This design comes from an exercise in tuning for small area, a short achievable clock period and few clock cycles on the open sky130 flow, not from production work.
Only simulation tests tie the RTL to the original design; equivalence was not proved.

Design rbm_top, start of the top module:
module rbm_top (
  input  logic                   finish,
  input  logic                   rst_n,
  input  rbm_pkg::feature_beat_t in_beat,
  input  logic                   in_valid,
  output logic                   in_ready,
  output rbm_pkg::rbm_result_t   out_result,
  output logic                   out_valid,
  input  logic                   out_ready
);
clock: 10.0 ns
lec_check: 0
cap_margin: 50
core_margin: 2
core_utilization: 55
cts_cluster_diameter: 80
cts_cluster_size: 24
slew_margin: 50
standard.sh (not shown) runs the stock make flow with config.mk's settings and CLKGATE_MAP_FILE= SYNTH_SCRIPT=/design/flow/synth_recipe.tcl, a recipe that flattens the netlist after the stock synthesis.
==> flow/flow/run.sh <==
#!/bin/bash
# The standard layout with two changes: the port buffers are buf_4 cells,
# and timing repair keeps working until the setup slack reaches
# SETUP_SLACK_MARGIN (the clock period and constraints are unchanged).
set -euo pipefail
bash standard.sh SETUP_SLACK_MARGIN=6.8 "BUFFER_PORTS_ARGS=-buffer_cell sky130_fd_sc_hd__buf_4" finish > standard.log 2>&1
Testbench counts at the start, summed over its fixed seeds: cycles 5,864.
Edit:
==> flow/flow/run.sh (replaced) <==
#!/bin/bash
# The standard layout with two changes: the port buffers are buf_2 cells,
# and timing repair keeps working until the setup slack reaches
# SETUP_SLACK_MARGIN (the clock period and constraints are unchanged).
set -euo pipefail
bash standard.sh SETUP_SLACK_MARGIN=6.9 "BUFFER_PORTS_ARGS=-buffer_cell sky130_fd_sc_hd__buf_2" finish > standard.log 2>&1
What happened: The changed run completed with no timing, DRC or antenna violations; global-route usage came out higher by 0.72 points; clock skew came out higher by 0.013 ns; flip-flop and latch count does not change; final cell count came out higher by about 3.5%.
Edit:
--- a/flow/flow/run.sh
+++ b/flow/flow/run.sh
@@ -6 +6 @@
-bash standard.sh SETUP_SLACK_MARGIN=6.9 "BUFFER_PORTS_ARGS=-buffer_cell sky130_fd_sc_hd__buf_2" finish > standard.log 2>&1
+bash standard.sh SETUP_SLACK_MARGIN=6.8 "BUFFER_PORTS_ARGS=-buffer_cell sky130_fd_sc_hd__buf_2" finish > standard.log 2>&1
Settings changed: CORE_UTILIZATION 55 to 65.
Wire length drops by a few percent; utilization climbs by 7.0 points; maximum frequency climbs slightly; global-route usage climbs by 2.6 points; worst setup slack is better by 0.047 ns; critical path depth drops by 2; flip-flop and latch count is unchanged; clock-buffer cell count climbs by 3.
Edit:
Settings changed: CAP_MARGIN 50 to 20, CORE_UTILIZATION 65 to 55, SLEW_MARGIN 50 to 20.
Die area is higher by about 18%.
Setup slack is better by 0.011 ns.
Utilization is lower by 9.8 points.
Clock skew is about the same.
Global-route usage is lower by 3.7 points.
Edit:
Settings changed: CAP_MARGIN 20 to 50, SLEW_MARGIN 20 to 50.
Setup slack improves by 0.0031 ns.
Routed wire length climbs by 0.36%.
Utilization went down by 0.24 points.
First-iteration DRC count is higher by about 11%.
Final area drops by about 0.4%.
Non-clock buffer count decreases by 11.
Synthesized area stays the same.
Sequential share of layout area is higher by 0.12 points.

---

## v50
rbm_top, a different RTL version from the one above (not shown whole).
Size in the first run: about 1900 cells after synthesis, about 270 flip-flops, ~0.018 mm^2 of cells after synthesis.
clock: 10.0 ns
lec_check: 0
cap_margin: 20
core_margin: 2
core_utilization: 55
slew_margin: 20
==> flow/flow/run.sh <==
#!/bin/bash
# The standard layout with two changes: the port buffers are buf_4 cells,
# and timing repair keeps working until the setup slack reaches
# SETUP_SLACK_MARGIN (the clock period and constraints are unchanged).
set -euo pipefail
bash standard.sh SETUP_SLACK_MARGIN=6.7 "BUFFER_PORTS_ARGS=-buffer_cell sky130_fd_sc_hd__buf_4" finish > standard.log 2>&1
v50: full flow OK, the timing, DRC and antenna checks passed
Testbench counts of v50, summed over its fixed seeds: cycles 5,864.
The inputs of v32 differ from those of v50 as listed below.
Settings: changing CORE_UTILIZATION from 55 to 70; changing SLEW_MARGIN from 20 to 75; changing CAP_MARGIN from 20 to 75; setting PLACE_DENSITY to 0.8 for the first time.
## What came out
Summary: final design instance area without fill, v32 worse than v50. v32 finished every stage and its layout cleared the timing, DRC and antenna checks. The worst setup slack on v32 is in line with that on v50. The die used by v32 is smaller than the one used by v50.
Input changes introduced in v46 (baseline for comparison: v32):
Settings: a change of CORE_UTILIZATION from 70 to 55; a deleted PLACE_DENSITY that had been 0.8.
==> flow/flow/run.sh <==
#!/bin/bash
# The standard layout with two changes: the port buffers are buf_4 cells,
# and timing repair keeps working until the setup slack reaches
# SETUP_SLACK_MARGIN (the clock period and constraints are unchanged).
set -euo pipefail
bash standard.sh SETUP_SLACK_MARGIN=6.55 "BUFFER_PORTS_ARGS=-buffer_cell sky130_fd_sc_hd__buf_4" finish > standard.log 2>&1
Notes after the runs:
Looking at overall track demand over capacity in global routing, v46 sits 6.1 points lower than v32 does.
Compared with v32, v46 shows total number of tap cells that has gone up by more than a quarter.
Relative to v32, the detailed-routing wirelength on met1 measured on v46 has increased by more than 10%.
Final area, v46 and v32: lower on v32
v46 vs v32, fraction of final layout cells sized beyond drive strength 1 went down by 0.68 points.
v46 ended with less non-clock buffer area fraction after layout than v32.
Relative to v32, worst setup slack decreased by 0.056 ns in v46.
On final period demand of the worst path, v46 does worse than v32.
--- input diff v46..v19 ---
==> flow/flow/run.sh <==
#!/bin/bash
# The standard layout with two changes: the port buffers are buf_4 cells,
# and timing repair keeps working until the setup slack reaches
# SETUP_SLACK_MARGIN (the clock period and constraints are unchanged).
set -euo pipefail
bash standard.sh SETUP_SLACK_MARGIN=6.8 "BUFFER_PORTS_ARGS=-buffer_cell sky130_fd_sc_hd__buf_4" finish > standard.log 2>&1
Notes after the runs:
v46 → v19: worst hold slack moved down; overall via count from detail_route moved up. On v19: met2 track utilization from global routing is 0.50 points higher than what v46 gave. v19 vs v46 — share of cell area taken by flip-flops and latches dropped 0.34 points. On complex-gate fraction of the synthesized area, v19 and v46 are neck and neck.
The inputs of v24 differ from those of v19 as listed below.
Settings: PLACE_DENSITY now 0.8, previously not set; CORE_UTILIZATION now 70, was 55.
==> flow/flow/run.sh <==
#!/bin/bash
# The standard layout, with its timing repair aimed below the clock period:
# repair_timing keeps working until the setup slack reaches SETUP_SLACK_MARGIN.
set -euo pipefail
bash standard.sh SETUP_SLACK_MARGIN=6.6 finish > standard.log 2>&1
==> run notes <==
v24 completed; timing, DRC and antenna clean. Between v19 and v24, the flow reports filler cell count in the final layout decreasing by more than a quarter. The final clock period utilization by the worst path of v24 is higher than that of v19. Run comparison: v24 end point of the critical path out_result[16]; v19 end point of the critical path out_result[18]. Critical path depth was lower in the run labelled v19. Count of buffering cells on the critical path with inverters included (v24 over v19): increase, 1. Data arrival time of the critical path was higher in v24 than in v19. Maximum root-to-sink buffer count: v19 vs v24 identical. v24 vs v19: total wirelength of the detailed-routed design up slightly.
What v42 does differently from v24 at the input level:
Settings: PLACE_DENSITY: 0.8 -> unset; CORE_UTILIZATION: 70 -> 55.
==> flow/flow/run.sh <==
#!/bin/bash
# The standard layout with two changes: the port buffers are buf_4 cells,
# and timing repair keeps working until the setup slack reaches
# SETUP_SLACK_MARGIN (the clock period and constraints are unchanged).
set -euo pipefail
bash standard.sh SETUP_SLACK_MARGIN=6.7 "BUFFER_PORTS_ARGS=-buffer_cell sky130_fd_sc_hd__buf_4" finish > standard.log 2>&1
Notes after the runs:
Measured against each other, v42 and v24 differ in placed wire-length estimate, the lower figure coming from v24. v24 → v42: post-route cell area shows no meaningful change, headroom to the max-slew limit now larger, maximum frequency from static timing analysis went up.

---

rbm_top again, from the RTL that the note above started with.
export LEC_CHECK = 0
export CAP_MARGIN = 50
export CORE_MARGIN = 2
export CORE_UTILIZATION = 55
export CTS_BUF_LIST = sky130_fd_sc_hd__clkbuf_4 sky130_fd_sc_hd__clkbuf_8
export SLEW_MARGIN = 50
create_clock -name core_clock -period 10.0 [get_ports {finish}]
==> flow/flow/run.sh <==
#!/bin/bash
# The standard layout with two changes: the port buffers are buf_4 cells,
# and timing repair keeps working until the setup slack reaches
# SETUP_SLACK_MARGIN (the clock period and constraints are unchanged).
set -euo pipefail
bash standard.sh SETUP_SLACK_MARGIN=6.7 "BUFFER_PORTS_ARGS=-buffer_cell sky130_fd_sc_hd__buf_4" finish > standard.log 2>&1
Testbench counts at the start, summed over its fixed seeds: cycles 5,864.
Next try:
==> flow/flow/run.sh (replaced) <==
#!/bin/bash
# The standard layout, with its timing repair aimed below the clock period:
# repair_timing keeps working until the setup slack reaches SETUP_SLACK_MARGIN.
set -euo pipefail
bash standard.sh SETUP_SLACK_MARGIN=6.6 finish > standard.log 2>&1
CAP_MARGIN = 75   (was 50)
CTS_BUF_LIST = not set   (was sky130_fd_sc_hd__clkbuf_4 sky130_fd_sc_hd__clkbuf_8)
SLEW_MARGIN = 75   (was 50)
Result:
- The changed run passed the timing, DRC and antenna checks
- global-route usage rises by 1.0 points
- final area went up by 3.7%
- via count went up by 1.3%
- non-clock buffer count rises by 31
- setup slack loses 0.053 ns
- area after synthesis is unchanged
- synthesized cell count does not change
- fmax goes down by 1.6%
Next try:
==> flow/flow/run.sh (replaced) <==
#!/bin/bash
# The standard layout with two changes: the port buffers are buf_4 cells,
# and timing repair keeps working until the setup slack reaches
# SETUP_SLACK_MARGIN (the clock period and constraints are unchanged).
set -euo pipefail
bash standard.sh SETUP_SLACK_MARGIN=6.7 "BUFFER_PORTS_ARGS=-buffer_cell sky130_fd_sc_hd__buf_4" finish > standard.log 2>&1
CAP_MARGIN = 50   (was 75)
SLEW_MARGIN = 50   (was 75)
=>
- final cell count came out lower by 1.4%
- final area came out lower by 3.5%
- synthesized area does not change
- clock skew came out lower by 0.0054 ns
- routed wire length came out lower by 3.4%
- via count came out lower by 2.1%
- clock-buffer cell count came out higher by 2
Next try:
CTS_CLUSTER_DIAMETER = 80   (was not set)
CTS_CLUSTER_SIZE = 24   (was not set)
Synthesized cell count does not change.
Utilization decreases by 1.8 points.
Routed wire length decreases by 1.4%.
Cell count shrinks by 1.4%.

## re-timing with driven ports
In the flow no input, the clock included, has a driving cell. The finished layouts below were timed again as built, in two steps. Step 1: set_driving_cell puts a clkbuf_16 on finish and a buf_2 on each other input, an assumption about the parent block. Step 2 adds t to the input delays and takes it off the output delays; t is the mean of the earliest and latest rising clock arrival at the registers after step 1. Input paths then give back, and output paths get back, about the clock's delay inside the block. Slacks: ideal ports / drivers / drivers and shift; pairs: ideal ports / drivers.
| run | t (ns) | setup WS [ns] | hold WS [ns] | cell pins on the clock port's net |
|---|---|---|---|---|
| the first run of note 1 | 0.561 | 6.747 / 6.696 / 6.417 | 0.411 / 0.411 / 0.411 | 1 |
| the second run of note 1 | 0.571 | 6.740 / 6.740 / 6.495 | 0.410 / 0.410 / 0.410 | 1 |
| the third run of note 1 | 0.553 | 6.787 / 6.742 / 6.433 | 0.417 / 0.417 / 0.417 | 1 |
| the fourth run of note 1 | 0.567 | 6.798 / 6.748 / 6.355 | 0.406 / 0.406 / 0.406 | 1 |
| the fifth run of note 1 | 0.561 | 6.801 / 6.750 / 6.368 | 0.409 / 0.409 / 0.409 | 1 |
| v50 | 0.565 | 6.749 / 6.740 / 6.529 | 0.413 / 0.413 / 0.413 | 1 |
| v32 | 0.611 | 6.751 / 6.699 / 6.509 | 0.403 / 0.403 / 0.403 | 1 |
| v46 | 0.568 | 6.695 / 6.650 / 6.573 | 0.413 / 0.413 / 0.413 | 1 |
| v19 | 0.573 | 6.792 / 6.740 / 6.552 | 0.406 / 0.406 / 0.406 | 1 |
| v24 | 0.573 | 6.615 / 6.565 / 6.357 | 0.412 / 0.412 / 0.412 | 1 |
| v42 | 0.569 | 6.806 / 6.752 / 6.584 | 0.414 / 0.414 / 0.414 | 1 |
| the first run of note 3 | 0.635 | 6.663 / 6.615 / 6.538 | 0.410 / 0.410 / 0.410 | 1 |
| the second run of note 3 | 0.567 | 6.610 / 6.556 / 6.528 | 0.405 / 0.405 / 0.405 | 1 |
| the third run of note 3 | 0.566 | 6.765 / 6.748 / 6.536 | 0.412 / 0.412 / 0.412 | 1 |
| the fourth run of note 3 | 0.577 | 6.685 / 6.685 / 6.538 | 0.407 / 0.407 / 0.407 | 1 |
After both steps setup and hold are still met in every run listed. For the fourth run of note 1, which loses most, drivers alone change the setup slack by -0.050 ns; drivers and shift together by -0.443 ns.
